Source: an optimization exercise on an open RTL-to-GDS flow (aim: small area, a short achievable clock period and few clock cycles). Production flows keep margins and buffers that such runs may drop.
RTL that was checked went through simulation tests only; none was proved equivalent to the original.
No functional check of the RTL was part of run 9.
Power figures rest on the tool's default switching activity, not on a simulated workload.

==> flow/design.v <==
package sgd_pkg;
	localparam int COEF_W     = 32;
	localparam int DIGIT_W    = 16;
	localparam int LIDX_W     = 3;
	localparam int BITS_W     = 5;
	localparam int LEVELS_W   = 4;
	localparam int CFG_IDX_W  = 4;
	localparam int CFG_DATA_W = 8;
	localparam logic [CFG_IDX_W-1:0] REG_DIGIT_BITS = 4'd0;
	localparam logic [CFG_IDX_W-1:0] REG_LEVELS     = 4'd1;
endpackage
module signed_gadget_decompose (
	input  logic        clk,
	input  logic        arst_n,
	input  logic        cfg_valid,
	output logic        cfg_ready,
	input  logic [3:0]  cfg_index,
	input  logic [7:0]  cfg_data,
	input  logic        coef_valid,
	output logic        coef_ready,
	input  logic [31:0] coef_coefficient,
	output logic        result_valid,
	input  logic        result_ready,
	output logic signed [15:0] result_digit,
	output logic [2:0]  result_level_index,
	output logic        result_last
);
	logic [3:0]  bm1_q;     
	logic [2:0]  nm1_q;     
	logic        nz_q;      
	logic [31:0] x_q;       
	logic        valid_q;
	logic [2:0]  idx_q;
	logic        zero_q;    
	logic [31:0] kofs;
	logic        last;
	logic        take;
	logic        adv;
	logic        zero_next;
	logic        sgn;
	logic [47:0] wide;
	logic [31:0] sum;
	assign cfg_ready = 1'b1;
	always_ff @(posedge clk or negedge arst_n) begin
		if (!arst_n) begin
			bm1_q <= 4'd9;
			nm1_q <= 3'd1;
			nz_q  <= 1'b0;
		end else if (cfg_valid) begin
			if (cfg_index == sgd_pkg::REG_DIGIT_BITS) begin
				if (cfg_data[4:0] == 5'd0)
					bm1_q <= 4'd0;
				else if (cfg_data[4:0] > 5'd16)
					bm1_q <= 4'd15;
				else
					bm1_q <= 4'(cfg_data[4:0] - 5'd1);
			end else if (cfg_index == sgd_pkg::REG_LEVELS) begin
				nz_q  <= (cfg_data[3:0] == 4'd0);
				nm1_q <= (cfg_data[3:0] > 4'd8) ? 3'd7 : 3'(cfg_data[3:0] - 4'd1);
			end
		end
	end
	always_comb begin
		kofs = '0;
		for (int bv = 1; bv <= 16; bv++) begin
			for (int i = 0; i <= 8; i++) begin
				if (31 - bv * i >= 0) begin
					if (bm1_q == 4'(bv - 1) && (i == 0 || 3'(i - 1) <= nm1_q))
						kofs[31 - bv * i] = 1'b1;
				end
			end
		end
	end
	always_comb begin
		zero_next = 1'b0;
		for (int bv = 5; bv <= 16; bv++) begin
			if (bm1_q == 4'(bv - 1) && idx_q >= 3'(31 / bv))
				zero_next = 1'b1;
		end
	end
	always_comb begin
		logic [31:0] g, pp, gg, pg;
		g  = coef_coefficient & kofs;
		pp = coef_coefficient ^ kofs;
		gg = g;
		pg = pp;
		for (int l = 0; l < 5; l++) begin
			for (int j = 0; j < 32; j++) begin
				if (((j >> l) & 1) == 1) begin
					gg[j] = gg[j] | (pg[j] & gg[((j >> l) << l) - 1]);
					pg[j] = pg[j] & pg[((j >> l) << l) - 1];
				end
			end
		end
		sum[0] = pp[0];
		for (int j = 1; j < 32; j++)
			sum[j] = pp[j] ^ gg[j - 1];
	end
	assign last       = (idx_q == nm1_q);
	assign adv        = valid_q && result_ready;
	assign coef_ready = !valid_q || (result_ready && last);
	assign take       = coef_valid && coef_ready;
	assign sgn  = ~x_q[31];
	assign wide = {{16{sgn}}, sgn, x_q[30:0], 1'b0} << bm1_q;
	always_ff @(posedge clk or negedge arst_n) begin
		if (!arst_n) begin
			valid_q <= 1'b0;
			idx_q   <= 3'd0;
		end else if (take) begin
			valid_q <= !nz_q;
			idx_q   <= 3'd0;
		end else if (adv) begin
			if (last)
				valid_q <= 1'b0;
			idx_q <= idx_q + 3'd1;
		end
	end
	always_ff @(posedge clk) begin
		if (take) begin
			x_q    <= sum;
			zero_q <= 1'b0;
		end else if (adv) begin
			x_q    <= wide[31:0];
			zero_q <= zero_next;
		end
	end
	assign result_digit       = zero_q ? 16'sd0 : $signed(wide[47:32]);
	assign result_valid       = valid_q;
	assign result_level_index = idx_q;
	assign result_last        = last;
endmodule
==> flow/flow/run.sh <==
#!/bin/bash
set -euo pipefail
cd "$(dirname "$0")/.."
export BUFFER_PORTS_ARGS="-buffer_cell sky130_fd_sc_hd__buf_1"
bash standard.sh > standard_make.log 2>&1
==> flow/standard.sh <==
#!/bin/bash
# synth_recipe.tcl (not shown) runs the flow's synth.tcl, then flattens the netlist and writes it again
# the make line also repeats each setting of config.mk as NAME=value (left out here)
make -C /OpenROAD-flow-scripts/flow DESIGN_CONFIG=/design/flow/config.mk WORK_HOME=/design/flow/orfs CLKGATE_MAP_FILE= SYNTH_SCRIPT=/design/flow/synth_recipe.tcl "${@:-finish}"
==> flow/config.mk <==
export PLATFORM = sky130hd
export DESIGN_NAME = signed_gadget_decompose
export DESIGN_NICKNAME = signed_gadget_decompose
export VERILOG_FILES = /design/flow/design.v
export SDC_FILE = /design/flow/constraint.sdc
export NUM_CORES = 4
export LEC_CHECK = 0
export ABC_CLOCK_PERIOD_IN_PS = 3500
export CAP_MARGIN = 20
export CORE_MARGIN = 2
export CORE_UTILIZATION = 50
export PLACE_DENSITY = 0.65
export SETUP_SLACK_MARGIN = 3.5
export SLEW_MARGIN = 20
export TNS_END_PERCENT = 0
==> flow/constraint.sdc <==
create_clock -name core_clock -period 7.0 [get_ports {clk}]
set_input_delay 1.4000 -clock core_clock [delete_from_list [all_inputs] [get_ports {clk}]]
set_output_delay 1.4000 -clock core_clock [all_outputs]
set_load 0.01 [all_outputs]
==> impl_metrics.yaml, run 1 <==
route:
  ant_nets: 0
  via_per_inst: 6.369
  drtPass1Iterations: 6
  drc: 0
  drtIter0Drc: 724
  vias: 5401
  wl_per_cell_um: 19.29
  routed_wl_um: 16360
timing:
  grt_setup_unrepaired: "yes"
  finalSetupViolations: 0
  fin_crit_ns: 3.716
  tightest_slew_ns: 0.9638
  maxSlewHeadroom_pct: 35.15
  finClkSkew_ns: 0.006842
  fin_crit_sh_pct: 53.08
  slew_violations: 0
  final_hold_viol_count: 0
  setup-tns-final_ns: 0
  whs_ns: 0.5448
  fmax_mhz: 269.1
  timing.final.ws_setup_ns: 3.284
worst_setup_path:
  cp_num_cells: 6
  cp_num_buf_inv: 2
  worstPathMaxFanout: 8
  cp_cell_sequence: "buf_6 -> mux4_2 -> mux2i_1 -> and2_1 -> a211oi_1 -> buf_1"
  cp-end-kind: "primary output"
  crit_start: "bm1_q[0]"
  cp.arrival_ns: 2.32
  crit_family: "multiplexers"
  cp_slowest_cell: "dfstp_4"
  cpPeakStageDelay_ns: 0.73
  reg2reg_to: "x_q[22]"
  rr_worst_depth: 13
  r2r_slack_ns: 3.34
  required_ns: 5.60
  timing.rr.start: "bm1_q[0]"
  worst_setup_path_start_kind: "flop"
  crit_path_end: "result_digit[0]"
  crit_type: "flop to primary output"
power:
  pwr_density_cell_nw_per_um2: 398.5
  ir_drop_uv: 209.4
  p_leak_nw: 2.544
clock_network:
  cts-buffers-inserted: 5
  clock-root-buffer: "clkbuf_8"
  clk_path_buf_depth: 2
  clk_latency_ns: 0.31
  cts_tree: "done"
  h-tree-depth: 2
  hold_buffers: 0
  cts_sinks: 45
  cts.clk_slew.worst_paths_ns: 0.09
grt:
  overflow: 0
  grt_pass1_vias: 4875
  track_usage_pct: 27.79
  grt_start_max_net_pins: 66
  antenna_found_initial: 0
  grt_pass1_wl_um: 25220
synth:
  synth_cells: 645
  ys_seq_area_share_pct: 24.03
  synth_area_um2: 5346
  synth-seq-cells: 45
  syn_nets: 729
  yosys_warnings: 1
  synth.distinct_cells: 69
  synth_edf_count: 32
  async_flop_share_pct: 26.67
  syn_avg_cell_area_um2: 8.289
  synth_flop_cell: "edfxtp_1"
finish:
  n_antenna_cell: 0
  area.growth.synth_to_final_pct: 19.14
  finalNonFillerCells: 848
  nets: 795
  design_area_um2: 6370
  drive_gt1_share_pct: 16.15
worst_hold_path:
  min_path_type: "flop to flop"
place:
  gp_congestion: 0.9147
  dpl_worst_slack_ns: 2.360
  port_buffers: 67
  dpl.cell_count: 808
  place_area_um2: 5633
  dpl.hpwl_um: 11140
die:
  dieArea_um2: 11540
  die_x_um: 107.4
  initial_utilization_pct: 51.56
  die_h_um: 107.4
  io_pins: 72
  row_count: 37
  core-area_um2: 10370
run_status:
  status: "timing/DRC/antenna clean"
flow_run:
  drv_cap: 0
layout by cell type (no fill, tap or decap), drive strengths merged, types with 10 or more instances in the layout:
master  netlist  routed
a211oi       17      17
a21o         10      10
a21oi        51      51
buf          18     100
clkbuf       30      12
edfxtp       32      32
ha           33      33
inv          20      19
mux2i        32      32
mux4         18      18
nand2        77      77
nand3        11      11
nor2         62      62
nor3         21      21
o21ai        52      52
xnor2        16      16
xor2         14      14
registers in the layout (all words and copies together) (netlist names):
name,cells
idx_q,3
nz_q,1
x_q,32
valid_q,1
bm1_q,4
zero_q,1
nm1_q,3
cell type report:
| cell class | count | area [um^2] |
|---|---|---|
| multi-input combinational | 531 | 3924 |
| timing repair buffer | 107 | 765.7 |
| clock buffer | 8 | 115.1 |
| fill | 924 | 4000 |
| sequential | 45 | 1299 |
| tap | 136 | 170.2 |
| inverter | 21 | 96.34 |
timing repair:
action                                  4_1_cts  5_1_grt
pin swaps                                     6       15
resized for setup                            49       17
endpoints found under the setup margin       43       34
buffers inserted                             16       10
cloned                                        3        3
hold endpoints to repair                      0        0
worst min-delay path by stage:
stage | start | end | slack, ns | cells after the start
2_1_floorplan | nz_q | nz_q | 0.44 | 2
3_3_place_gp | nz_q | nz_q | 0.50 | 2
3_5_place_dp | nz_q | nz_q | 0.52 | 2
4_1_cts | nz_q | nz_q | 0.55 | 2
5_1_grt | nz_q | nz_q | 0.58 | 2
6_report | nz_q | nz_q | 0.54 | 2
tightest hold or removal path, stage by stage (launching register included):
cell and delay [ns]:
dfrtp_1 0.38, nand2_1 0.05, o21ai_0 0.08
routing by layer:
| metal | part of all wire, % | GRT usage (%) |
|---|---|---|
| met1 | 41 | 36.71 |
| met2 | 49 | 49.10 |
| met3 | 7.7 | 2.663 |
| met4 | 2.5 | 6.685 |
| met5 | 0 | 0 |
power breakdown:
part	switching, W	leakage (nW)	internal [W]	total [W]
Sequential	0.000158	0.464	0.000463	0.000621
Combinational	0.000960	2.02	0.000758	0.00172
Clock	0.0000943	0.0601	0.000106	0.000200
Total	0.00121	2.54	0.00133	0.00254
cell families (layout without fill, tap and decap cells):
logic type	count (synthesis)	after routing	share of synthesized area [%]
multiplexers	59	59	15.47
AO/OA/AOI/OAI	189	189	23.45
adder cells (fa/ha/maj)	37	37	8.846
AND/OR/NAND/NOR	215	215	18.07
XOR/XNOR	30	30	4.915
other	1	1	0.07014
flip-flops	45	45	24.03
buffers and inverters	69	136	5.149
stage by stage:
stage               total power (W)  utilization (%)
finish                     0.002538            61.43
global route               0.002712            61.43
CTS                        0.002432            59.39
detailed placement         0.002075            54.32
global placement           0.002047            54.32
floorplan                  0.001707                -
cells in the mapped netlist, drive strengths merged, types with 4 or more instances:
cell,instances,area [um^2]
edfxtp,32,960.9
xnor2,16,140.1
nor3,21,105.1
dfrtp,9,225.2
buf,18,83.84
o211ai,6,45.04
clkbuf,30,112.6
xor2,14,122.6
a211oi,17,140.1
mux2,9,101.3
a31oi,5,46.29
nand3,11,60.06
and3,5,31.28
o21ai,52,260.2
inv,20,75.07
nor2b,6,37.54
ha,33,412.9
nand2,77,289.0
nand4,7,43.79
a21o,10,75.07
and2,8,50.05
nor2,62,232.7
a21oi,51,266.5
nand2b,6,37.54
o22ai,6,37.54
mux4,18,405.4
o31ai,8,73.82
mux2i,32,320.3
nor4,4,25.02
or3,4,25.02
Testbench counts, summed over its fixed seeds: cycles 12,728.
==> run 2, diff against run 1 <==
--- a/flow/config.mk
+++ b/flow/config.mk
@@ -9,6 +9,7 @@
 export CAP_MARGIN = 20
 export CORE_MARGIN = 2
 export CORE_UTILIZATION = 50
+export GPL_ROUTABILITY_DRIVEN = 0
 export PLACE_DENSITY = 0.65
 export SETUP_SLACK_MARGIN = 3.5
 export SLEW_MARGIN = 20
==> impl_metrics.yaml, run 2 <==
run_status:
  status: "timing/DRC/antenna clean"
clock_network:
  h-tree-depth: 2
  cts-buffers-inserted: 5
  cts_tree: "done"
  clock-root-buffer: "clkbuf_8"
  clk_latency_ns: 0.31
  cts.clk_slew.worst_paths_ns: 0.09
  clk_path_buf_depth: 2
  cts_sinks: 45
  hold_buffers: 0
route:
  drtIter0Drc: 724
  drc: 0
  routed_wl_um: 16360
  drtPass1Iterations: 6
  ant_nets: 0
  wl_per_cell_um: 19.29
  vias: 5401
  via_per_inst: 6.369
finish:
  drive_gt1_share_pct: 16.15
  regMostFlops: "x_q"
  area.growth.synth_to_final_pct: 19.14
  mostFrequentLayoutCells: "nand2_1, buf_1, nor2_1"
  mostFrequentLayoutCell: "nand2_1"
  reg.largest.list: "x_q x32, bm1_q x4"
  nets: 795
  n_antenna_cell: 0
  num-fill-cells: 924
  largest_reg_flops: 32
place:
  dpl_worst_slack_ns: 2.360
  port_buffers: 67
  dpl.hpwl_um: 11140
synth:
  ys_seq_area_share_pct: 24.03
  syn_avg_cell_area_um2: 8.289
  synth.distinct_cells: 69
  synth_flop_cell: "edfxtp_1"
  yosys_warnings: 1
  synth-seq-cells: 45
  synth_area_um2: 5346
  synth_most_common_cell: "nand2_1"
  synth_top_cell_area_share_pct: 17.97
  synth_area_leader_cell: "edfxtp_1"
  async_flop_share_pct: 26.67
  synth_cells: 645
  ys_top_cells_by_area: "edfxtp_1, ha_1, mux4_2, mux2i_1, nand2_1"
  synth_edf_count: 32
  synthTopCellsByCount: "nand2_1, nor2_1, a21oi_1"
  syn_nets: 729
power:
  p_seq_share_pct: 24.4
  p_leak_nw: 2.544
  finalPower_w: 0.002538
  ir_drop_uv: 209.4
  p_int_w: 0.001326
  pwr_density_cell_nw_per_um2: 398.5
  switching_share_pct: 47.74
  p_clk_share_pct: 7.9
  switchingPower_w: 0.001212
  combPwrFrac_pct: 67.7
worst_setup_path:
  cp_slowest_cell: "dfstp_4"
  cpPeakStageDelay_ns: 0.73
  required_ns: 5.60
  crit_type: "flop to primary output"
  rr_worst_depth: 13
  cp.arrival_ns: 2.32
  cp-end-kind: "primary output"
  worstPathMaxFanout: 8
  r2r_slack_ns: 3.34
  cp_cell_sequence: "buf_6 -> mux4_2 -> mux2i_1 -> and2_1 -> a211oi_1 -> buf_1"
  worst_setup_path_start_kind: "flop"
  timing.rr.start: "bm1_q[0]"
  reg2reg_to: "x_q[22]"
timing:
  finClkSkew_ns: 0.006842
  fmax_mhz: 269.1
  fin_crit_sh_pct: 53.08
  maxSlewHeadroom_pct: 35.15
  timing.final.ws_setup_ns: 3.284
  setup-tns-final_ns: 0
  fin_crit_ns: 3.716
  slew_violations: 0
  final_hold_viol_count: 0
  tightest_slew_ns: 0.9638
  grt_setup_unrepaired: "yes"
  finalSetupViolations: 0
grt:
  grt_pass1_vias: 4875
  grt_start_max_net_pins: 66
  grt_pass1_wl_um: 25220
  track_usage_pct: 27.79
  antenna_found_initial: 0
  overflow: 0
die:
  core-area_um2: 10370
  initial_utilization_pct: 51.56
  die_x_um: 107.4
  dieArea_um2: 11540
  row_count: 37
  die_h_um: 107.4
  io_pins: 72
worst_hold_path:
  hold_start: "nz_q"
  whs_endpoint: "nz_q"
  min_path_type: "flop to flop"
  min_path_cells: 2
flow_run:
  drv_cap: 0
-- run 2: through the flow --
stage | area, um^2 | util [%] | instances | hold WS (ns)
after floorplan | 5379 | - | 645 | 0.4413
after global placement | 5633 | 54.32 | 808 | 0.5047
after detailed placement | 5633 | 54.32 | 808 | 0.5187
after CTS | 6158 | 59.39 | 835 | 0.5458
after global routing | 6370 | 61.43 | 848 | 0.5750
final | 6370 | 61.43 | 848 | 0.5448
-- run 2: logic make-up after synthesis --
| family | count (synthesis) | synth area share [%] |
|---|---|---|
| and+or+nand+nor | 215 | 18.07 |
| AOI/OAI and AO/OA | 189 | 23.45 |
| buffers and inverters | 69 | 5.149 |
| muxes | 59 | 15.47 |
| DFF | 45 | 24.03 |
| adders and majority gates | 37 | 8.846 |
| xor gates and xnor gates | 30 | 4.915 |
| other | 1 | 0.07014 |
-- run 2: worst max-delay path by stage --
stage	from	endpoint	cells after the start
2_1_floorplan	bm1_q[1]	x_q[30]	18
3_3_place_gp	bm1_q[2]	x_q[30]	18
3_5_place_dp	bm1_q[2]	x_q[30]	18
4_1_cts	bm1_q[0]	result_digit[1]	6
5_1_grt	bm1_q[0]	x_q[31]	14
6_report	bm1_q[0]	result_digit[0]	6
-- run 2: area by class of cell --
class | instances | area (um^2) | area share [%]
multi-input cells | 531 | 3924 | 61.60
clock buffers | 8 | 115.1 | 1.807
well taps | 136 | 170.2 | 2.671
flip-flops and latches | 45 | 1299 | 20.39
inverters | 21 | 96.34 | 1.512
repair buffers | 107 | 765.7 | 12.02
-- run 2: worst max-delay path, delay by kind of cell, from the launching register on --
kind,cells,cell delay [ns]
simple gates,1,0.16
compound gates,1,0.05
flops,1,0.73
buf+inv,2,0.30
mux,2,0.77
-- run 2: what timing repair did --
item / CTS / global route
pin swaps: 6 / 15
resized for setup: 49 / 17
setup buffers: 16 / 10
endpoints found under the setup margin: 43 / 34
gates cloned: 3 / 3
-- run 2: power by group through the flow --
| stage | combinational [W] | sequential, W | clock (W) |
|---|---|---|---|
| after global routing | 0.00187 | 0.000636 | 0.000210 |
| after CTS | 0.00162 | 0.000607 | 0.000201 |
| final | 0.00172 | 0.000621 | 0.000200 |
| after global placement | 0.00142 | 0.000629 | 0 |
| after floorplan | 0.00117 | 0.000533 | 0 |
| after detailed placement | 0.00144 | 0.000637 | 0 |
-- run 2: metal layers --
layer	vias up	global-route usage [%]	wire [um]
met5	-	0	0
met4	0	6.685	401
met3	41	2.663	1261
met2	280	49.10	8062
met1	2544	36.71	6631
li1	2536	-	-
==> run 3, diff against run 2 <==
--- a/flow/config.mk
+++ b/flow/config.mk
@@ -9,8 +9,7 @@
 export CAP_MARGIN = 20
 export CORE_MARGIN = 2
 export CORE_UTILIZATION = 50
-export GPL_ROUTABILITY_DRIVEN = 0
 export PLACE_DENSITY = 0.65
-export SETUP_SLACK_MARGIN = 3.5
+export SETUP_SLACK_MARGIN = 2.9
 export SLEW_MARGIN = 20
 export TNS_END_PERCENT = 0
==> impl_metrics.yaml, run 3 <==
run_status:
  status: "timing/DRC/antenna clean"
route:
  drtPass1Iterations: 6
  via_per_inst: 6.323
  drc: 0
  vias: 5210
  ant_nets: 0
  wl_per_cell_um: 18.89
  drtIter0Drc: 477
  routed_wl_um: 15560
worst_setup_path:
  rr_worst_depth: 14
  cp_slowest_cell: "dfrtp_4"
  crit_path_end: "x_q[30]"
  cp_num_cells: 14
  crit_type: "flop to flop"
  cp_cell_sequence: "buf_4 -> nor2_1 -> o32a_1 -> o32ai_2 -> ha_1 -> a21oi_1 -> o211ai_1 -> a21oi_4 -> o31ai_4 -> buf_4 -> a31oi_4 -> o21ai_1 -> a2111oi_2 -> nor2_1"
  reg2reg_to: "x_q[30]"
  r2r_slack_ns: 2.99
  required_ns: 7.05
  crit_family: "compound AO/OA/AOI/OAI gates"
  timing.rr.start: "bm1_q[1]"
  cp.arrival_ns: 4.06
  cp-end-kind: "flop"
  worst_setup_path_start_kind: "flop"
  cp_num_buf_inv: 2
  cpPeakStageDelay_ns: 0.63
  worstPathMaxFanout: 29
  crit_start: "bm1_q[1]"
timing:
  setup-tns-final_ns: 0
  fmax_mhz: 249.3
  tightest_slew_ns: 0.6789
  grt_setup_unrepaired: "yes"
  finalSetupViolations: 0
  maxSlewHeadroom_pct: 54.74
  finClkSkew_ns: 0.01050
  final_hold_viol_count: 0
  whs_ns: 0.5201
  slew_violations: 0
  fin_crit_sh_pct: 57.31
  fin_crit_ns: 4.012
finish:
  final_util_pct: 56.93
  regArea_um2: 1297
  mostFrequentLayoutCell: "nand2_1"
  multiInputGateArea_um2: 3822
  area.growth.synth_to_final_pct: 10.41
  num-fill-cells: 1003
  reg.largest.list: "x_q x32, bm1_q x4"
  regMostFlops: "x_q"
  n_antenna_cell: 0
  largest_reg_flops: 32
  drive_gt1_share_pct: 10.47
  nets: 771
  mostFrequentLayoutCells: "nand2_1, buf_1, nor2_1"
die:
  die_h_um: 107.4
  core-area_um2: 10370
  io_pins: 72
  dieArea_um2: 11540
  initial_utilization_pct: 51.56
  row_count: 37
  die_x_um: 107.4
synth:
  synth_area_um2: 5346
  ys_top_cells_by_area: "edfxtp_1, ha_1, mux4_2, mux2i_1, nand2_1"
  synth_top_family_by_area: "compound AO/OA/AOI/OAI gates"
  yosys_warnings: 1
  synth_flop_cell: "edfxtp_1"
  synth-seq-cells: 45
  synth_cells: 645
  synth_edf_count: 32
  synthXorXnorAreaFrac_pct: 4.915
  synth-simple-area-share_pct: 18.07
  synth-compound-area-share_pct: 23.45
  syn_nets: 729
  synth_most_common_cell: "nand2_1"
  synthTopCellsByCount: "nand2_1, nor2_1, a21oi_1"
  synthAdderAreaFrac_pct: 8.846
  ys_seq_area_share_pct: 24.03
  syn_avg_cell_area_um2: 8.289
  synthMuxAreaShare_pct: 15.47
  async_flop_share_pct: 26.67
  synth.distinct_cells: 69
  synth_area_leader_cell: "edfxtp_1"
  synth_top_cell_area_share_pct: 17.97
grt:
  grt_start_max_net_pins: 47
  grt_pass1_vias: 4769
  antenna_found_initial: 0
  grt_pass1_wl_um: 24950
  track_usage_pct: 27.12
  overflow: 0
place:
  port_buffers: 67
  dpl.hpwl_um: 11460
  gp_congestion: 0.9035
power:
  p_leak_nw: 2.316
  pwr_density_cell_nw_per_um2: 400.5
  ir_drop_uv: 198.9
  finalPower_w: 0.002364
flow_run:
  drv_cap: 0
worst_hold_path:
  hold_start: "nz_q"
  min_path_type: "flop to flop"
clock_network:
  clock-root-buffer: "clkbuf_8"
  cts-buffers-inserted: 5
  h-tree-depth: 2
  cts_tree: "done"
  cts_sinks: 45
  clk_latency_ns: 0.31
  cts.clk_slew.worst_paths_ns: 0.09
  clk_path_buf_depth: 2
  hold_buffers: 0
==> run 3: cell counts after synthesis <==
Identical to the previous run, type by type.
==> run 3: metal layers <==
metal | global-route usage [%] | share of wire, % | vias up
met5 | 0 | 0 | -
met4 | 5.128 | 1.8 | 0
met3 | 2.966 | 6.2 | 24
met2 | 46.16 | 49 | 197
met1 | 37.61 | 43 | 2509
li1 | - | - | 2480
==> run 3: worst min-delay path by stage <==
stage               endpoint  slack [ns]  cells past startpoint
detailed placement      nz_q        0.50                      2
CTS                     nz_q        0.54                      2
global route            nz_q        0.56                      2
floorplan               nz_q        0.44                      2
finish                  nz_q        0.52                      2
global placement        nz_q        0.51                      2
==> run 3: area by class of cell <==
cell class | instances | share of cell area (%)
timing repair buffer | 83 | 6.973
tap | 136 | 2.883
clock inverter | 1 | 0.1060
multi-input combinational | 531 | 64.75
clock buffer | 7 | 1.823
sequential | 45 | 21.98
inverter | 21 | 1.484
==> run 3: report_power, final <==
part           leakage, nW  switching [W]  internal (W)
clock               0.0599      0.0000993      0.000102
combinational         1.79       0.000898      0.000639
sequential           0.466       0.000164      0.000462
total                 2.32        0.00116       0.00120
==> run 3: tightest hold or removal path, cell delays in order, from the launching register on <==
cell,delay (ns)
dfrtp_1,0.37
nand2_1,0.05
o21ai_0,0.07
==> run 3: metrics by stage <==
stage	std cells	setup slack [ns]	cell area, um^2
6_report	824	2.988	5903
5_1_grt	824	2.826	5903
4_1_cts	819	2.903	5821
2_1_floorplan	645	3.047	5346
3_5_place_dp	809	2.409	5640
3_3_place_gp	809	2.469	5640
==> run 3: cells by family (layout without fill, tap and decap cells) <==
group | count (synthesis) | in the layout
other | 1 | 1
DFF | 45 | 45
and+or+nand+nor | 215 | 215
adders and majority gates | 37 | 37
AOI/OAI and AO/OA | 189 | 189
buffers and inverters | 69 | 112
xor gates and xnor gates | 30 | 30
muxes | 59 | 59
==> run 3: repair_timing <==
| action | CTS | global route |
|---|---|---|
| cloned | 0 | 0 |
| gates resized for setup | 13 | 12 |
| endpoints found under the setup margin | 21 | 8 |
| hold endpoints to repair | 0 | 0 |
| buffers inserted | 2 | 5 |
| pin swaps | 1 | 1 |
==> run 4, diff against run 3 <==
--- a/flow/config.mk
+++ b/flow/config.mk
@@ -10,6 +10,6 @@
 export CORE_MARGIN = 2
 export CORE_UTILIZATION = 50
 export PLACE_DENSITY = 0.65
-export SETUP_SLACK_MARGIN = 2.9
+export SETUP_SLACK_MARGIN = 3.2
 export SLEW_MARGIN = 20
 export TNS_END_PERCENT = 0
==> impl_metrics.yaml, run 4 <==
timing:
  fmax_mhz: 268.7
  whs_ns: 0.5215
  finalSetupViolations: 0
  grt_setup_unrepaired: "yes"
  final_hold_viol_count: 0
  fin_crit_ns: 3.721
  slew_violations: 0
  finClkSkew_ns: 0.009799
  fin_crit_sh_pct: 53.16
  maxSlewHeadroom_pct: 42.22
  setup-tns-final_ns: 0
  tightest_slew_ns: 0.8588
finish:
  regMostFlops: "x_q"
  regArea_um2: 1296
  reg.largest.list: "x_q x32, bm1_q x4"
  num-fill-cells: 964
  finalNonFillerCells: 829
  area.growth.synth_to_final_pct: 14.32
  nets: 776
  mostFrequentLayoutCells: "nand2_1, buf_1, nor2_1"
  drive_gt1_share_pct: 11.98
  mostFrequentLayoutCell: "nand2_1"
  multiInputGateArea_um2: 3859
  n_antenna_cell: 0
  largest_reg_flops: 32
power:
  pwr_density_cell_nw_per_um2: 398.9
  p_leak_nw: 2.416
  switching_share_pct: 48.42
  switchingPower_w: 0.001181
  ir_drop_uv: 193.0
  combPwrFrac_pct: 66.6
  p_int_w: 0.001258
  p_clk_share_pct: 8.3
  p_seq_share_pct: 25.2
die:
  die_h_um: 107.4
  core-area_um2: 10370
  row_count: 37
  die_x_um: 107.4
  dieArea_um2: 11540
  io_pins: 72
  initial_utilization_pct: 51.56
flow_run:
  drv_cap: 0
clock_network:
  cts_sinks: 45
  h-tree-depth: 2
  clock-root-buffer: "clkbuf_8"
  clk_latency_ns: 0.31
  cts-buffers-inserted: 5
  cts.clk_slew.worst_paths_ns: 0.08
  cts_tree: "done"
  hold_buffers: 0
  clk_path_buf_depth: 2
grt:
  grt_pass1_vias: 4838
  grt_pass1_wl_um: 24550
  track_usage_pct: 26.69
  grt_start_max_net_pins: 57
  antenna_found_initial: 0
  overflow: 0
synth:
  synth_flop_cell: "edfxtp_1"
  syn_nets: 729
  yosys_warnings: 1
  synth.distinct_cells: 69
  syn_avg_cell_area_um2: 8.289
  ys_top_cells_by_area: "edfxtp_1, ha_1, mux4_2, mux2i_1, nand2_1"
  synthTopCellsByCount: "nand2_1, nor2_1, a21oi_1"
  async_flop_share_pct: 26.67
  synth_area_um2: 5346
  synth_top_cell_area_share_pct: 17.97
  synth-seq-cells: 45
  ys_seq_area_share_pct: 24.03
  synth_cells: 645
  synth_edf_count: 32
  synth_most_common_cell: "nand2_1"
  synth_area_leader_cell: "edfxtp_1"
route:
  via_per_inst: 6.305
  wl_per_cell_um: 19.26
  routed_wl_um: 15970
  drc: 0
  ant_nets: 0
  drtPass1Iterations: 5
  drtIter0Drc: 631
  vias: 5227
place:
  dpl.cell_count: 808
  gp_congestion: 0.9009
  dpl.hpwl_um: 11210
  port_buffers: 67
worst_setup_path:
  cp-end-kind: "primary output"
  crit_type: "flop to primary output"
  cp.arrival_ns: 2.32
  required_ns: 5.60
  worstPathMaxFanout: 14
  worst_setup_path_start_kind: "flop"
run_status:
  status: "timing/DRC/antenna clean"
worst_hold_path:
  min_path_type: "flop to flop"
==> run 4: cell types whose count changed in the layout (fill, tap and decap cells not counted), moves of 2 or more <==
| cell | before | now |
|---|---|---|
| clkbuf_16 | 1 | 6 |
| buf_12 | 2 | 5 |
| buf_6 | 2 | 0 |
| dfrtp_1 | 7 | 5 |
| dfrtp_2 | 1 | 3 |
| inv_4 | 3 | 1 |
==> run 4: power by group through the flow <==
stage	logic [W]	clock network [W]	registers [W]
final	0.00162	0.000202	0.000613
after global routing	0.00178	0.000213	0.000627
after CTS	0.00154	0.000203	0.000604
after detailed placement	0.00147	0	0.000611
after global placement	0.00145	0	0.000602
after floorplan	0.00116	0	0.000532
==> run 4: worst max-delay path, cell delays in order (launching register included) <==
cell and delay [ns]:
dfstp_2 0.59, buf_12 0.18, mux4_2 0.57, mux2_1 0.34, nor2_1 0.12, a211oi_1 0.06, buf_1 0.16
==> run 4: layout make-up <==
class	instances	area share [%]
Multi-Input combinational cell	531	63.13
Sequential cell	45	21.21
Timing Repair Buffer	88	9.560
Tap cell	136	2.784
Clock buffer	8	1.883
Inverter	21	1.433
==> run 4: kinds of logic (layout without fill, tap and decap cells) <==
group	Yosys count	count (layout)	synth area share, %
other	1	1	0.07014
adder cells (fa/ha/maj)	37	37	8.846
AND/OR/NAND/NOR	215	215	18.07
buffers and inverters	69	117	5.149
AO/OA/AOI/OAI	189	189	23.45
multiplexers	59	59	15.47
flip-flops	45	45	24.03
XOR/XNOR	30	30	4.915
==> run 4: metrics by stage <==
stage	area, um^2	power (W)	util (%)	setup slack (ns)
finish	6112	0.002438	58.94	3.279
global route	6112	0.002619	58.94	3.094
CTS	5907	0.002344	56.96	3.138
detailed placement	5633	0.002084	54.32	2.429
global placement	5633	0.002053	54.32	2.523
floorplan	5349	0.001697	-	3.228
==> run 4: path summary, 6_finish.rpt <==
check	start	to	slack, ns	depth (start not counted)
worst max-delay path	bm1_q[0]	result_digit[1]	3.28	6
worst min-delay path	nz_q	nz_q	0.52	2
worst max register to register	bm1_q[2]	x_q[28]	3.30	16
worst min register to register	nz_q	nz_q	0.52	2
max in group asynchronous	arst_n	nm1_q[2]	5.47	1
min in group asynchronous	arst_n	nz_q	1.08	1
==> run 4: what timing repair did <==
item,in CTS,in global routing
endpoints found under the setup margin,33,14
gates resized for setup,28,14
pin swaps,1,4
cloned,1,5
setup buffers,2,5
==> run 4: routing by layer <==
layer / global-route usage, % / share of wire [%] / up-vias
met5: 0 / 0 / -
met4: 8.516 / 3.4 / 0
met3: 3.390 / 7.6 / 41
met2: 45.48 / 48 / 243
met1: 35.27 / 41 / 2447
li1: - / - / 2496
==> run 5, diff against run 4 <==
--- a/flow/config.mk
+++ b/flow/config.mk
@@ -6,10 +6,10 @@
 export NUM_CORES = 4
 export LEC_CHECK = 0
 export ABC_CLOCK_PERIOD_IN_PS = 3500
-export CAP_MARGIN = 20
+export CAP_MARGIN = 5
 export CORE_MARGIN = 2
 export CORE_UTILIZATION = 50
 export PLACE_DENSITY = 0.65
 export SETUP_SLACK_MARGIN = 3.2
-export SLEW_MARGIN = 20
+export SLEW_MARGIN = 5
 export TNS_END_PERCENT = 0
==> impl_metrics.yaml, run 5 <==
run_status:
  status: "timing/DRC/antenna clean"
finish:
  num-fill-cells: 964
  drive_gt1_share_pct: 11.98
  mostFrequentLayoutCells: "nand2_1, buf_1, nor2_1"
  mostFrequentLayoutCell: "nand2_1"
  reg.largest.list: "x_q x32, bm1_q x4"
  n_antenna_cell: 0
  largest_reg_flops: 32
  nets: 776
  area.growth.synth_to_final_pct: 14.32
  finalNonFillerCells: 829
  regMostFlops: "x_q"
timing:
  fmax_mhz: 268.7
  maxSlewHeadroom_pct: 42.22
  setup-tns-final_ns: 0
  finalSetupViolations: 0
  finClkSkew_ns: 0.009799
  slew_violations: 0
  tightest_slew_ns: 0.8588
  fin_crit_sh_pct: 53.16
  final_hold_viol_count: 0
  grt_setup_unrepaired: "yes"
  fin_crit_ns: 3.721
power:
  p_leak_nw: 2.416
  p_clk_share_pct: 8.3
  switching_share_pct: 48.42
  ir_drop_uv: 193.0
  pwr_density_cell_nw_per_um2: 398.9
  p_seq_share_pct: 25.2
  combPwrFrac_pct: 66.6
  finalPower_w: 0.002438
  switchingPower_w: 0.001181
  p_int_w: 0.001258
clock_network:
  hold_buffers: 0
  clock-root-buffer: "clkbuf_8"
  cts-buffers-inserted: 5
  h-tree-depth: 2
  clk_latency_ns: 0.31
  cts_tree: "done"
  cts_sinks: 45
  clk_path_buf_depth: 2
  cts.clk_slew.worst_paths_ns: 0.08
synth:
  yosys_warnings: 1
  synth.distinct_cells: 69
  syn_avg_cell_area_um2: 8.289
  async_flop_share_pct: 26.67
  synth_area_um2: 5346
  ys_seq_area_share_pct: 24.03
  synth_flop_cell: "edfxtp_1"
  synth_top_cell_area_share_pct: 17.97
  ys_top_cells_by_area: "edfxtp_1, ha_1, mux4_2, mux2i_1, nand2_1"
  synth_area_leader_cell: "edfxtp_1"
  syn_nets: 729
  synth_edf_count: 32
  synth_most_common_cell: "nand2_1"
  synth_cells: 645
  synthTopCellsByCount: "nand2_1, nor2_1, a21oi_1"
  synth-seq-cells: 45
grt:
  overflow: 0
  grt_pass1_wl_um: 24550
  track_usage_pct: 26.69
  antenna_found_initial: 0
  grt_pass1_vias: 4838
  grt_start_max_net_pins: 57
route:
  routed_wl_um: 15970
  drtPass1Iterations: 5
  drtIter0Drc: 631
  vias: 5227
  ant_nets: 0
  wl_per_cell_um: 19.26
  drc: 0
  via_per_inst: 6.305
worst_setup_path:
  required_ns: 5.60
  worst_setup_path_start_kind: "flop"
  crit_type: "flop to primary output"
  worstPathMaxFanout: 14
  cp-end-kind: "primary output"
  cp.arrival_ns: 2.32
die:
  dieArea_um2: 11540
  row_count: 37
  initial_utilization_pct: 51.56
  core-area_um2: 10370
  die_x_um: 107.4
  io_pins: 72
  die_h_um: 107.4
worst_hold_path:
  min_path_type: "flop to flop"
place:
  port_buffers: 67
  dpl.cell_count: 808
  gp_congestion: 0.9009
  dpl.hpwl_um: 11210
flow_run:
  drv_cap: 0
-- run 5: cell counts after synthesis --
No cell type changed its count.
-- run 5: through the flow --
stage / setup slack [ns] / hold slack (ns) / utilization [%] / area, um^2
2_1_floorplan: 3.228 / 0.4413 / - / 5349
3_3_place_gp: 2.523 / 0.5072 / 54.32 / 5633
3_5_place_dp: 2.429 / 0.5049 / 54.32 / 5633
4_1_cts: 3.138 / 0.5374 / 56.96 / 5907
5_1_grt: 3.094 / 0.5738 / 58.94 / 6112
6_report: 3.279 / 0.5215 / 58.94 / 6112
-- run 5: final timing paths --
kind / start / to / slack (ns) / cells after the start
max in group asynchronous: arst_n / nm1_q[2] / 5.47 / 1
min in group asynchronous: arst_n / nz_q / 1.08 / 1
setup reg to reg: bm1_q[2] / x_q[28] / 3.30 / 16
hold reg to reg: nz_q / nz_q / 0.52 / 2
hold / removal: nz_q / nz_q / 0.52 / 2
setup / recovery: bm1_q[0] / result_digit[1] / 3.28 / 6
-- run 5: kinds of logic after synthesis --
kind of cell	Yosys count	share of synthesized area (%)
AO/OA/AOI/OAI	189	23.45
XOR/XNOR	30	4.915
adder cells (fa/ha/maj)	37	8.846
buffers and inverters	69	5.149
flip-flops	45	24.03
multiplexers	59	15.47
other	1	0.07014
AND/OR/NAND/NOR	215	18.07
-- run 5: power groups by stage --
stage          clock network, W  logic, W  registers [W]
4_1_cts                0.000203   0.00154       0.000604
6_report               0.000202   0.00162       0.000613
5_1_grt                0.000213   0.00178       0.000627
3_3_place_gp                  0   0.00145       0.000602
2_1_floorplan                 0   0.00116       0.000532
3_5_place_dp                  0   0.00147       0.000611
-- run 5: metal layers --
layer	share of wire, %	track usage, %
met2	48	45.48
met4	3.4	8.516
met3	7.6	3.390
met1	41	35.27
met5	0	0
-- run 5: repair_timing --
item | in CTS | in global routing
setup endpoints to repair | 33 | 14
pin swaps | 1 | 4
resized for setup | 28 | 14
cloned | 1 | 5
buffers inserted | 2 | 5
-- run 5: final cells by class --
type | count | area (um^2) | share of cell area (%)
well taps | 136 | 170.2 | 2.784
inverters | 21 | 87.58 | 1.433
clock buffers | 8 | 115.1 | 1.883
multi-input cells | 531 | 3859 | 63.13
flip-flops and latches | 45 | 1296 | 21.21
repair buffers | 88 | 584.3 | 9.560
-- run 5: critical path, cell delays in order (launching register included) --
cell and delay (ns):
dfstp_2 0.59, buf_12 0.18, mux4_2 0.57, mux2_1 0.34, nor2_1 0.12, a211oi_1 0.06, buf_1 0.16
==> run 6, diff against run 5 <==
--- a/flow/config.mk
+++ b/flow/config.mk
@@ -6,10 +6,10 @@
 export NUM_CORES = 4
 export LEC_CHECK = 0
 export ABC_CLOCK_PERIOD_IN_PS = 3500
-export CAP_MARGIN = 5
+export CAP_MARGIN = 20
 export CORE_MARGIN = 2
-export CORE_UTILIZATION = 50
-export PLACE_DENSITY = 0.65
+export CORE_UTILIZATION = 40
+export PLACE_DENSITY = 0.6
 export SETUP_SLACK_MARGIN = 3.2
-export SLEW_MARGIN = 5
+export SLEW_MARGIN = 20
 export TNS_END_PERCENT = 0
==> impl_metrics.yaml, run 6 <==
synth:
  ys_seq_area_share_pct: 24.03
  synth_cells: 645
  synth_area_leader_cell: "edfxtp_1"
  synth_top_family_by_area: "compound AO/OA/AOI/OAI gates"
  synthAdderAreaFrac_pct: 8.846
  synthTopCellsByCount: "nand2_1, nor2_1, a21oi_1"
  synthMuxAreaShare_pct: 15.47
  synth_edf_count: 32
  synth-compound-area-share_pct: 23.45
  async_flop_share_pct: 26.67
  synth-seq-cells: 45
  synth_flop_cell: "edfxtp_1"
  synth-simple-area-share_pct: 18.07
  synthXorXnorAreaFrac_pct: 4.915
  syn_avg_cell_area_um2: 8.289
  synth_top_cell_area_share_pct: 17.97
  syn_nets: 729
  yosys_warnings: 1
  synth_area_um2: 5346
  ys_top_cells_by_area: "edfxtp_1, ha_1, mux4_2, mux2i_1, nand2_1"
  synth_most_common_cell: "nand2_1"
  synth.distinct_cells: 69
die:
  io_pins: 72
  dieArea_um2: 14310
  row_count: 42
  core-area_um2: 13140
  die_x_um: 119.6
  initial_utilization_pct: 40.70
  die_h_um: 119.6
clock_network:
  hold_buffers: 0
  clk_latency_ns: 0.30
  h-tree-depth: 2
  cts.clk_slew.worst_paths_ns: 0.07
  clock-root-buffer: "clkbuf_16"
  cts_sinks: 45
  cts_tree: "done"
  cts-buffers-inserted: 5
  clk_path_buf_depth: 2
worst_setup_path:
  worstPathMaxFanout: 7
  crit_type: "flop to primary output"
  cp_slowest_cell: "dfrtp_4"
  required_ns: 5.60
  worst_setup_path_start_kind: "flop"
  cp_cell_sequence: "buf_12 -> mux2_1 -> nor2_1 -> a21oi_1 -> nand2_1 -> a311oi_1 -> buf_1"
  cp-end-kind: "primary output"
  rr_worst_depth: 16
  crit_family: "compound AO/OA/AOI/OAI gates"
  cpPeakStageDelay_ns: 0.53
  cp_num_buf_inv: 2
  cp.arrival_ns: 2.28
  cp_num_cells: 7
grt:
  track_usage_pct: 23.03
  globalRoute.busiestLayer: "met2"
  grt_pass1_wl_um: 26230
  overflow: 0
  grt_use_met2_pct: 39.04
  grt_pass1_vias: 4938
  grtUsageMet1_pct: 30.85
  antenna_found_initial: 0
  grtUsageMet3_pct: 3.137
  grt_start_max_net_pins: 46
timing:
  finalSetupViolations: 0
  final_hold_viol_count: 0
  fin_crit_ns: 3.679
  finClkSkew_ns: 0.006624
  fmax_mhz: 271.8
  fin_crit_sh_pct: 52.56
  slew_violations: 0
  tightest_slew_ns: 0.9649
  grt_setup_unrepaired: "yes"
  maxSlewHeadroom_pct: 35.08
  setup-tns-final_ns: 0
  whs_ns: 0.5033
finish:
  num-fill-cells: 1330
  regMostFlops: "x_q"
  mostFrequentLayoutCells: "nand2_1, buf_1, nor2_1"
  finalNonFillerCells: 880
  area.growth.synth_to_final_pct: 17.46
  mostFrequentLayoutCell: "nand2_1"
  reg.largest.list: "x_q x32, bm1_q x4"
  nets: 787
  design_area_um2: 6280
  multiInputGateArea_um2: 3880
  n_antenna_cell: 0
  regArea_um2: 1297
  drive_gt1_share_pct: 13.92
  largest_reg_flops: 32
route:
  drtPass1Iterations: 5
  ant_nets: 0
  drc: 0
  drtIter0Drc: 416
  vias: 5373
  routed_wl_um: 16890
  wl_per_cell_um: 19.19
  via_per_inst: 6.106
run_status:
  status: "timing/DRC/antenna clean"
power:
  finalPower_w: 0.002553
  ir_drop_uv: 184.9
  p_leak_nw: 2.491
  pwr_density_cell_nw_per_um2: 406.5
place:
  port_buffers: 67
  gp_congestion: 0.9105
  place_area_um2: 5675
  dpl.hpwl_um: 11930
  dpl.cell_count: 847
flow_run:
  drv_cap: 0
worst_hold_path:
  min_path_cells: 2
  min_path_type: "flop to flop"
-- run 6: cell counts after synthesis --
Identical to the previous run, type by type.
-- run 6: kinds of logic after synthesis --
logic type | count (synthesis)
adders and majority gates | 37
buffers and inverters | 69
xor gates and xnor gates | 30
and+or+nand+nor | 215
muxes | 59
DFF | 45
other | 1
AOI/OAI and AO/OA | 189
-- run 6: layer usage --
metal	vias up	wire length (um)
met2	213	8236
met1	2601	7085
li1	2526	-
met4	0	408
met3	33	1157
met5	-	0
-- run 6: repair_timing --
item | CTS | global route
pin swaps | 1 | 1
cloned | 1 | 2
gates resized for setup | 25 | 21
setup buffers | 8 | 14
endpoints found under the hold margin | 0 | 0
endpoints found under the setup margin | 33 | 17
-- run 6: area by class of cell --
| type | count | area share, % |
|---|---|---|
| clock buffers | 7 | 2.610 |
| well taps | 176 | 3.507 |
| clock inverters | 1 | 0.09962 |
| multi-input cells | 531 | 61.79 |
| repair buffers | 99 | 9.942 |
| inverters | 21 | 1.395 |
| flip-flops and latches | 45 | 20.66 |
-- run 6: final timing paths --
kind / start / slack [ns] / endpoint
hold reg to reg: nz_q / 0.50 / nz_q
max in group asynchronous: arst_n / 5.41 / nm1_q[2]
setup reg to reg: bm1_q[1] / 3.36 / x_q[30]
setup / recovery: bm1_q[1] / 3.32 / result_digit[3]
hold / removal: nz_q / 0.50 / nz_q
min in group asynchronous: arst_n / 1.10 / bm1_q[2]
-- run 6: where the power goes --
group | internal [W] | switching, W
Sequential | 0.000463 | 0.000146
Clock | 0.000164 | 0.000110
Combinational | 0.000699 | 0.000970
Total | 0.00133 | 0.00123
-- run 6: tightest hold or removal path, cell delays in order, from the launching register on --
cell     delay, ns
dfrtp_1       0.36
nand2_1       0.05
o21ai_0       0.06
-- run 6: through the flow --
step	util, %	setup WS (ns)
2_1_floorplan	-	3.228
3_3_place_gp	43.20	2.553
3_5_place_dp	43.20	2.497
4_1_cts	46.12	3.208
5_1_grt	47.80	3.171
6_report	47.80	3.321
==> run 7, diff against run 6 <==
--- a/flow/config.mk
+++ b/flow/config.mk
@@ -10,6 +10,6 @@
 export CORE_MARGIN = 2
 export CORE_UTILIZATION = 40
 export PLACE_DENSITY = 0.6
-export SETUP_SLACK_MARGIN = 3.2
+export SETUP_SLACK_MARGIN = 3.5
 export SLEW_MARGIN = 20
 export TNS_END_PERCENT = 0
==> impl_metrics.yaml, run 7 <==
run_status:
  status: "timing/DRC/antenna clean"
die:
  io_pins: 72
  row_count: 42
  core-area_um2: 13140
  die_h_um: 119.6
  dieArea_um2: 14310
  die_x_um: 119.6
  initial_utilization_pct: 40.70
worst_setup_path:
  cp_slowest_cell: "dfstp_4"
  cpPeakStageDelay_ns: 0.69
  cp_cell_sequence: "buf_8 -> buf_12 -> mux4_2 -> mux2i_1 -> and2_1 -> a211oi_1 -> buf_2"
  cp_num_buf_inv: 3
  crit_family: "multiplexers"
  crit_type: "flop to primary output"
  cp.arrival_ns: 2.32
  worst_setup_path_start_kind: "flop"
  cp-end-kind: "primary output"
  required_ns: 5.60
  worstPathMaxFanout: 7
synth:
  synth_cells: 645
  synth_edf_count: 32
  synthTopCellsByCount: "nand2_1, nor2_1, a21oi_1"
  ys_top_cells_by_area: "edfxtp_1, ha_1, mux4_2, mux2i_1, nand2_1"
  syn_avg_cell_area_um2: 8.289
  ys_seq_area_share_pct: 24.03
  synth.distinct_cells: 69
  synth_most_common_cell: "nand2_1"
  synth_area_leader_cell: "edfxtp_1"
  synth_area_um2: 5346
  synth_flop_cell: "edfxtp_1"
  synth-seq-cells: 45
  synth_top_cell_area_share_pct: 17.97
  syn_nets: 729
  yosys_warnings: 1
  async_flop_share_pct: 26.67
timing:
  finClkSkew_ns: 0.002900
  maxSlewHeadroom_pct: 35.66
  fin_crit_sh_pct: 53.17
  slew_violations: 0
  tightest_slew_ns: 0.9563
  grt_setup_unrepaired: "yes"
  fin_crit_ns: 3.722
  fmax_mhz: 268.7
  setup-tns-final_ns: 0
  final_hold_viol_count: 0
  finalSetupViolations: 0
finish:
  regArea_um2: 1299
  num-fill-cells: 1323
  largest_reg_flops: 32
  mostFrequentLayoutCells: "nand2_1, buf_1, nor2_1"
  area.growth.synth_to_final_pct: 18.91
  nets: 788
  multiInputGateArea_um2: 3916
  reg.largest.list: "x_q x32, bm1_q x4"
  regMostFlops: "x_q"
  drive_gt1_share_pct: 14.61
  mostFrequentLayoutCell: "nand2_1"
  n_antenna_cell: 0
clock_network:
  hold_buffers: 0
  h-tree-depth: 2
  clk_path_buf_depth: 2
  cts-buffers-inserted: 5
  clock-root-buffer: "clkbuf_16"
  cts_sinks: 45
  cts_tree: "done"
  clk_latency_ns: 0.29
  cts.clk_slew.worst_paths_ns: 0.07
route:
  vias: 5362
  ant_nets: 0
  drtPass1Iterations: 5
  drtIter0Drc: 631
  wl_per_cell_um: 19.95
  via_per_inst: 6.086
  routed_wl_um: 17580
  drc: 0
grt:
  grt_pass1_vias: 5235
  antenna_found_initial: 0
  globalRoute.busiestLayer: "met2"
  grtUsageMet1_pct: 32.50
  grt_start_max_net_pins: 43
  grtUsageMet3_pct: 2.757
  overflow: 0
  grt_pass1_wl_um: 27880
  track_usage_pct: 24.60
  grt_use_met2_pct: 42.11
power:
  finalPower_w: 0.002603
  p_leak_nw: 2.513
  ir_drop_uv: 207.6
  pwr_density_cell_nw_per_um2: 409.5
worst_hold_path:
  min_path_type: "flop to flop"
flow_run:
  drv_cap: 0
place:
  port_buffers: 67
  dpl.hpwl_um: 11970
  gp_congestion: 0.9326
==> run 7: cell counts after synthesis <==
Identical to the previous run, type by type.
==> run 7: where the power goes <==
part	total, W	leakage (nW)	internal, W	switching, W
clock	0.000277	0.0775	0.000167	0.000110
combinational	0.00170	1.97	0.000727	0.000976
sequential	0.000624	0.464	0.000463	0.000161
total	0.00260	2.51	0.00136	0.00125
==> run 7: metrics by stage <==
stage	instances	area [um^2]	worst slack [ns]	util [%]	hold slack, ns
2_1_floorplan	645	5379	3.480	-	0.4413
3_3_place_gp	848	5683	2.555	43.26	0.5009
3_5_place_dp	848	5683	2.518	43.26	0.4893
4_1_cts	878	6299	3.329	47.94	0.5059
5_1_grt	881	6357	3.134	48.39	0.5471
6_report	881	6357	3.278	48.39	0.5008
==> run 7: worst paths after layout <==
check,start,end,slack (ns),cells after the start
max in group asynchronous,arst_n,bm1_q[1],5.37,1
min reg2reg,nz_q,nz_q,0.50,2
max,bm1_q[0],result_digit[2],3.28,7
min in group asynchronous,arst_n,idx_q[2],1.12,1
max reg2reg,bm1_q[0],x_q[30],3.35,16
min,nz_q,nz_q,0.50,2
==> run 7: cell type report <==
cell class | count | share of cell area, %
Sequential cell | 45 | 20.43
Clock inverter | 3 | 0.6495
Multi-Input combinational cell | 531 | 61.60
Tap cell | 176 | 3.464
Clock buffer | 5 | 1.968
Inverter | 21 | 1.437
Timing Repair Buffer | 100 | 10.45
==> run 7: timing repair <==
item	4_1_cts	5_1_grt
gates resized for setup	47	7
cloned	3	0
pin swaps	5	5
endpoints found under the setup margin	42	30
buffers inserted	19	3
hold endpoints to repair	0	0
==> run 7: cell families (layout without fill, tap and decap cells) <==
family | after synthesis | in the layout | synth area share, %
simple gates | 215 | 215 | 18.07
compound gates | 189 | 189 | 23.45
buf+inv | 69 | 129 | 5.149
mux | 59 | 59 | 15.47
flops | 45 | 45 | 24.03
fa+ha+maj | 37 | 37 | 8.846
xor+xnor | 30 | 30 | 4.915
other cells | 1 | 1 | 0.07014
==> run 7: per-layer routing <==
metal / routed length, um / up-vias
li1: - / 2514
met2: 8474 / 225
met3: 1111 / 41
met5: 0 / -
met4: 517 / 0
met1: 7472 / 2582
==> run 7: worst register-to-register path, stage by stage, from the launching register on <==
cell	delay (ns)
dfstp_4	0.69
inv_6	0.11
nand2_1	0.12
nor3_1	0.06
a21oi_1	0.16
o32a_1	0.24
o32ai_2	0.12
ha_1	0.35
a21oi_1	0.16
o211ai_1	0.13
a21oi_4	0.23
o31ai_4	0.09
buf_6	0.14
a31oi_4	0.24
o21ai_1	0.16
a2111oi_2	0.32
nor2_1	0.08
==> run 8, diff against run 7 <==
--- a/flow/config.mk
+++ b/flow/config.mk
@@ -10,6 +10,6 @@
 export CORE_MARGIN = 2
 export CORE_UTILIZATION = 40
 export PLACE_DENSITY = 0.6
-export SETUP_SLACK_MARGIN = 3.5
+export SETUP_SLACK_MARGIN = 3.35
 export SLEW_MARGIN = 20
 export TNS_END_PERCENT = 0
==> impl_metrics.yaml, run 8 <==
power:
  ir_drop_uv: 208.6
  pwr_density_cell_nw_per_um2: 406.6
  p_leak_nw: 2.463
run_status:
  status: "timing/DRC/antenna clean"
place:
  dpl.hpwl_um: 12050
  gp_congestion: 0.9242
  place_area_um2: 5683
  dpl_worst_slack_ns: 2.515
  port_buffers: 67
finish:
  area.growth.synth_to_final_pct: 18.18
  design_area_um2: 6319
  mostFrequentLayoutCells: "nand2_1, buf_1, nor2_1"
  regArea_um2: 1303
  reg.largest.list: "x_q x32, bm1_q x4"
  regMostFlops: "x_q"
  num-fill-cells: 1287
  drive_gt1_share_pct: 15.77
  largest_reg_flops: 32
  nets: 787
  mostFrequentLayoutCell: "nand2_1"
  multiInputGateArea_um2: 3944
  n_antenna_cell: 0
  final_util_pct: 48.10
route:
  drc: 0
  ant_nets: 0
  drtIter0Drc: 553
  wl_per_cell_um: 19.52
  via_per_inst: 6.041
  drtPass1Iterations: 5
  vias: 5316
  routed_wl_um: 17180
synth:
  synth_flop_cell: "edfxtp_1"
  ys_top_cells_by_area: "edfxtp_1, ha_1, mux4_2, mux2i_1, nand2_1"
  synth.distinct_cells: 69
  synth_most_common_cell: "nand2_1"
  async_flop_share_pct: 26.67
  yosys_warnings: 1
  synth_area_um2: 5346
  synth_area_leader_cell: "edfxtp_1"
  syn_avg_cell_area_um2: 8.289
  synth-seq-cells: 45
  synth_cells: 645
  synth_top_cell_area_share_pct: 17.97
  synthTopCellsByCount: "nand2_1, nor2_1, a21oi_1"
  syn_nets: 729
  synth_edf_count: 32
  ys_seq_area_share_pct: 24.03
clock_network:
  clk_latency_ns: 0.29
  clock-root-buffer: "clkbuf_16"
  cts-buffers-inserted: 5
  hold_buffers: 0
  cts_tree: "done"
  h-tree-depth: 2
  cts.clk_slew.worst_paths_ns: 0.06
  cts_sinks: 45
  clk_path_buf_depth: 2
die:
  io_pins: 72
  die_x_um: 119.6
  initial_utilization_pct: 40.70
  die_h_um: 119.6
  row_count: 42
  dieArea_um2: 14310
  core-area_um2: 13140
worst_hold_path:
  min_path_type: "flop to flop"
grt:
  grt_pass1_wl_um: 26790
  globalRoute.busiestLayer: "met2"
  antenna_found_initial: 0
  grtUsageMet1_pct: 31.47
  track_usage_pct: 23.54
  grt_pass1_vias: 5073
  overflow: 0
  grt_use_met2_pct: 38.29
  grt_start_max_net_pins: 46
  grtUsageMet3_pct: 3.565
worst_setup_path:
  cp.arrival_ns: 2.38
  cp-end-kind: "primary output"
  crit_type: "flop to primary output"
  cp_cell_sequence: "buf_12 -> mux4_2 -> mux2_4 -> nor2_4 -> a211oi_2 -> buf_2"
  cpPeakStageDelay_ns: 0.73
  required_ns: 5.60
  cp_slowest_cell: "dfstp_4"
  worstPathMaxFanout: 8
  worst_setup_path_start_kind: "flop"
timing:
  finalSetupViolations: 0
  slew_violations: 0
  final_hold_viol_count: 0
  tightest_slew_ns: 0.6526
  timing.final.ws_setup_ns: 3.220
  finClkSkew_ns: 0.002812
  grt_setup_unrepaired: "yes"
  fin_crit_ns: 3.780
  whs_ns: 0.5339
  fmax_mhz: 264.5
  fin_crit_sh_pct: 54.00
  setup-tns-final_ns: 0
  maxSlewHeadroom_pct: 56.49
flow_run:
  drv_cap: 0
-- run 8: cell counts after synthesis --
Identical to the previous run, type by type.
-- run 8: cell families after synthesis --
family	share of synthesized area, %
xor+xnor	4.915
buf+inv	5.149
other cells	0.07014
compound gates	23.45
simple gates	18.07
flops	24.03
fa+ha+maj	8.846
mux	15.47
-- run 8: path summary, 6_finish.rpt --
path                       slack (ns)  cells past startpoint              end     start
setup reg to reg                 3.33                     16          x_q[30]  bm1_q[0]
hold reg to reg                  0.53                      2             nz_q      nz_q
hold / removal                   0.53                      2             nz_q      nz_q
setup / recovery                 3.22                      6  result_digit[1]  bm1_q[0]
max in group asynchronous        5.41                      1         nm1_q[2]    arst_n
min in group asynchronous        1.11                      1             nz_q    arst_n
-- run 8: layout make-up --
| class | count | area share, % |
|---|---|---|
| timing repair inverter | 1 | 0.07921 |
| timing repair buffer | 98 | 9.604 |
| tap | 176 | 3.485 |
| sequential | 45 | 20.61 |
| multi-input combinational | 531 | 62.42 |
| inverter | 21 | 1.485 |
| clock buffer | 8 | 2.317 |
-- run 8: routing by layer --
metal  up-vias  wire, um
met3        38      1113
met2       213      8078
met1      2547      7301
met5         -         0
li1       2518         -
met4         0       680
-- run 8: worst max-delay path, delay by kind of cell, from the launching register on --
| kind | cells | cell delay (ns) |
|---|---|---|
| flip-flops | 1 | 0.73 |
| AO/OA/AOI/OAI | 1 | 0.06 |
| multiplexers | 2 | 0.88 |
| AND/OR/NAND/NOR | 1 | 0.08 |
| buffers and inverters | 2 | 0.34 |
-- run 8: stage by stage --
| stage | cells | total power (W) |
|---|---|---|
| 6_report | 880 | 0.002569 |
| 5_1_grt | 880 | 0.002747 |
| 4_1_cts | 873 | 0.002472 |
| 3_5_place_dp | 848 | 0.002115 |
| 3_3_place_gp | 848 | 0.002091 |
| 2_1_floorplan | 645 | 0.001701 |
-- run 8: power by group --
part           internal, W  total, W  switching (W)
sequential        0.000465  0.000625       0.000160
combinational     0.000711   0.00170       0.000988
clock             0.000143  0.000245       0.000102
total              0.00132   0.00257        0.00125
-- run 8: repair_timing --
| item | CTS | global route |
|---|---|---|
| gates cloned | 3 | 1 |
| endpoints found under the setup margin | 39 | 23 |
| setup buffers | 14 | 6 |
| pin swaps | 1 | 10 |
| gates resized for setup | 33 | 33 |
==> run 9, diff against run 8 <==
--- a/flow/design.v
+++ b/flow/design.v
@@ -27,6 +27,10 @@
 );
 	logic [3:0]  bm1_q;     
 	logic [2:0]  nm1_q;     
+	logic [3:0]  bm1x_q;
+	logic [2:0]  nm1x_q;
+	localparam logic [3:0] BM1_RST = 4'd9;
+	localparam logic [2:0] NM1_RST = 3'd1;
 	logic        nz_q;      
 	logic [31:0] x_q;       
 	logic        valid_q;
@@ -41,22 +45,24 @@
 	logic [47:0] wide;
 	logic [31:0] sum;
 	assign cfg_ready = 1'b1;
+	assign bm1_q     = bm1x_q ^ BM1_RST;
+	assign nm1_q     = nm1x_q ^ NM1_RST;
 	always_ff @(posedge clk or negedge arst_n) begin
 		if (!arst_n) begin
-			bm1_q <= 4'd9;
-			nm1_q <= 3'd1;
+			bm1x_q <= 4'd0;
+			nm1x_q <= 3'd0;
 			nz_q  <= 1'b0;
 		end else if (cfg_valid) begin
 			if (cfg_index == sgd_pkg::REG_DIGIT_BITS) begin
 				if (cfg_data[4:0] == 5'd0)
-					bm1_q <= 4'd0;
+					bm1x_q <= BM1_RST ^ 4'd0;
 				else if (cfg_data[4:0] > 5'd16)
-					bm1_q <= 4'd15;
+					bm1x_q <= BM1_RST ^ 4'd15;
 				else
-					bm1_q <= 4'(cfg_data[4:0] - 5'd1);
+					bm1x_q <= BM1_RST ^ 4'(cfg_data[4:0] - 5'd1);
 			end else if (cfg_index == sgd_pkg::REG_LEVELS) begin
 				nz_q  <= (cfg_data[3:0] == 4'd0);
-				nm1_q <= (cfg_data[3:0] > 4'd8) ? 3'd7 : 3'(cfg_data[3:0] - 4'd1);
+				nm1x_q <= NM1_RST ^ ((cfg_data[3:0] > 4'd8) ? 3'd7 : 3'(cfg_data[3:0] - 4'd1));
 			end
 		end
 	end
--- a/flow/config.mk
+++ b/flow/config.mk
@@ -8,8 +8,8 @@
 export ABC_CLOCK_PERIOD_IN_PS = 3500
 export CAP_MARGIN = 20
 export CORE_MARGIN = 2
-export CORE_UTILIZATION = 40
-export PLACE_DENSITY = 0.6
-export SETUP_SLACK_MARGIN = 3.35
+export CORE_UTILIZATION = 50
+export PLACE_DENSITY = 0.65
+export SETUP_SLACK_MARGIN = 3.5
 export SLEW_MARGIN = 20
 export TNS_END_PERCENT = 0
==> impl_metrics.yaml, run 9 <==
run_status:
  status: "timing/DRC/antenna clean"
clock_network:
  cts-buffers-inserted: 5
  clock-root-buffer: "clkbuf_8"
  cts_sinks: 45
  clk_path_buf_depth: 2
  cts.clk_slew.worst_paths_ns: 0.11
  clk_latency_ns: 0.32
  hold_buffers: 0
  h-tree-depth: 2
  cts_tree: "done"
worst_setup_path:
  cp_cell_sequence: "buf_12 -> nor2_4 -> buf_4 -> o31ai_2 -> a21oi_1 -> a21boi_1 -> o22ai_2 -> ha_2 -> and3_4 -> o221ai_4 -> o31a_4 -> o311a_4 -> buf_6 -> buf_6 -> nor2_4 -> a21oi_2 -> o21bai_1 -> xnor2_1 -> o21ai_1"
  cp_slowest_cell: "dfrtp_2"
  required_ns: 7.04
  worst_setup_path_start_kind: "flop"
  r2r_slack_ns: 3.24
  cpPeakStageDelay_ns: 0.44
  rr_worst_depth: 19
  reg2reg_to: "x_q[28]"
  cp.arrival_ns: 3.80
  crit_type: "flop to flop"
  cp-end-kind: "flop"
  crit_family: "compound AO/OA/AOI/OAI gates"
  timing.rr.start: "nm1x_q[1]"
  worstPathMaxFanout: 3
  cp_num_buf_inv: 4
synth:
  yosys_warnings: 1
  synth-seq-cells: 45
  syn_avg_cell_area_um2: 8.427
  synthTopCellsByCount: "nand2_1, a21oi_1, o21ai_0"
  synth_edf_count: 32
  synth_area_um2: 5343
  synth_top_cell_area_share_pct: 17.99
  synth_flop_cell: "edfxtp_1"
  synth_cells: 634
  async_flop_share_pct: 26.67
  synth.distinct_cells: 66
  syn_nets: 718
  synth_area_leader_cell: "edfxtp_1"
  synth_most_common_cell: "nand2_1"
  ys_top_cells_by_area: "edfxtp_1, mux4_2, ha_1, dfrtp_1, a21oi_1"
  ys_seq_area_share_pct: 23.98
timing:
  maxSlewHeadroom_pct: 33.75
  fin_crit_ns: 3.756
  final_hold_viol_count: 0
  fmax_mhz: 266.2
  finalSetupViolations: 0
  setup-tns-final_ns: 0
  fin_crit_sh_pct: 53.66
  tightest_slew_ns: 0.9938
  slew_violations: 0
  grt_setup_unrepaired: "yes"
  finClkSkew_ns: 0.01838
die:
  die_x_um: 107.4
  initial_utilization_pct: 51.52
  core-area_um2: 10370
  io_pins: 72
  die_h_um: 107.4
  row_count: 37
  dieArea_um2: 11530
finish:
  largest_reg_flops: 32
  design_area_um2: 6601
  area.growth.synth_to_final_pct: 23.56
  n_antenna_cell: 0
  drive_gt1_share_pct: 22.32
  multiInputGateArea_um2: 4055
  num-fill-cells: 929
  nets: 800
  final_util_pct: 63.66
  reg.largest.list: "x_q x32, bm1x_q x4"
  mostFrequentLayoutCell: "nand2_1"
  regArea_um2: 1297
  regMostFlops: "x_q"
  mostFrequentLayoutCells: "nand2_1, buf_1, a21oi_1"
power:
  p_leak_nw: 2.582
  ir_drop_uv: 239.0
  pwr_density_cell_nw_per_um2: 390.0
route:
  ant_nets: 0
  routed_wl_um: 17940
  drtPass1Iterations: 5
  wl_per_cell_um: 21.03
  drc: 0
  vias: 5524
  drtIter0Drc: 662
  via_per_inst: 6.476
place:
  port_buffers: 67
  gp_congestion: 0.9234
  dpl.hpwl_um: 11640
  place_area_um2: 5690
grt:
  antenna_found_initial: 0
  grt_pass1_vias: 5185
  overflow: 0
  grt_start_max_net_pins: 57
  grt_pass1_wl_um: 27170
  track_usage_pct: 30.31
worst_hold_path:
  min_path_type: "flop to flop"
  min_path_cells: 2
  hold_start: "nz_q"
  whs_endpoint: "nz_q"
flow_run:
  drv_cap: 0
[run 9: cell count changes after synthesis, sizes merged, moves of 6 or more]
cell   delta
mux2i    -14
a21oi     +7
nand4     -6
nand3     +9
mux4      +7
nor2     -13
[run 9: timing repair]
action,in CTS,in global routing
resized for setup,45,36
hold endpoints to repair,0,0
pin swaps,13,21
setup endpoints to repair,41,27
cloned,3,3
setup buffers,28,16
[run 9: power breakdown]
group	leakage, nW	switching (W)	internal [W]
logic	2.06	0.000980	0.000792
registers	0.464	0.000152	0.000454
clock network	0.0569	0.000102	0.0000931
[run 9: layout make-up]
class / instances / area share, %
Sequential cell: 45 / 19.65
Clock inverter: 2 / 0.2274
Inverter: 18 / 1.384
Clock buffer: 6 / 1.422
Timing Repair Buffer: 123 / 13.21
Tap cell: 136 / 2.578
Timing Repair inverter: 1 / 0.09477
Multi-Input combinational cell: 522 / 61.43
[run 9: logic make-up after synthesis]
family,count (synthesis),synth area share (%)
buffers and inverters,67,4.941
AOI/OAI and AO/OA,190,23.00
muxes,50,15.39
xor gates and xnor gates,30,4.918
and+or+nand+nor,213,18.67
DFF,45,23.98
other,1,0.07019
adders and majority gates,38,9.040
[run 9: tightest hold or removal path: stages (launching register included)]
cell	delay [ns]
dfrtp_1	0.38
nand2_1	0.05
o21ai_0	0.08
[run 9: worst max-delay path by stage]
stage / start / endpoint / cells past startpoint
after floorplan: coef_coefficient[5] / x_q[30] / 10
after global placement: nm1x_q[2] / x_q[31] / 14
after detailed placement: nm1x_q[2] / x_q[30] / 14
after CTS: nm1x_q[1] / x_q[29] / 17
after global routing: nm1x_q[1] / x_q[30] / 17
final: nm1x_q[1] / x_q[28] / 19
[run 9: per-stage QoR]
step           hold WS [ns]  setup WS (ns)  instances  total power, W
6_report             0.5517          3.244        853        0.002574
5_1_grt              0.5738          3.100        853        0.002753
4_1_cts              0.5082          3.222        834        0.002407
3_5_place_dp         0.4852          2.542        795        0.002067
3_3_place_gp         0.4625          2.647        795        0.002039
2_1_floorplan        0.4413          3.455        634        0.001706
[run 9: layer usage]
metal	track usage, %	vias up	share of wire [%]
li1	-	2532	-
met1	40.18	2591	39
met2	48.55	333	46
met3	6.114	68	10
met4	12.27	0	3.9
met5	0	-	0

-- separate check: timing with driven ports --
No port has a modelled driver above. Below, the same layouts with a new extraction and two added sets of constraints.
Step 1, drivers: a clkbuf_16 drives clk and a buf_2 each remaining input, both assumed.
Step 2 also shifts input and output timing later by t, the mid clock arrival at the registers, as if the neighbouring blocks saw the same clock.
Three values: no drivers, after step 1, after step 2; two values: the first two.
run	t (ns)	slack for setup (ns)
run 1	0.333	3.284 / 3.255 / 3.261
run 2	0.333	3.284 / 3.255 / 3.261
run 3	0.333	2.988 / 2.988 / 2.988
run 4	0.334	3.279 / 3.247 / 3.187
run 5	0.334	3.279 / 3.247 / 3.187
run 6	0.332	3.321 / 3.284 / 3.144
run 7	0.327	3.278 / 3.243 / 3.214
run 8	0.321	3.220 / 3.183 / 3.204
run 9	0.342	3.244 / 3.213 / 3.053
After both steps setup and hold are still met in every run listed.
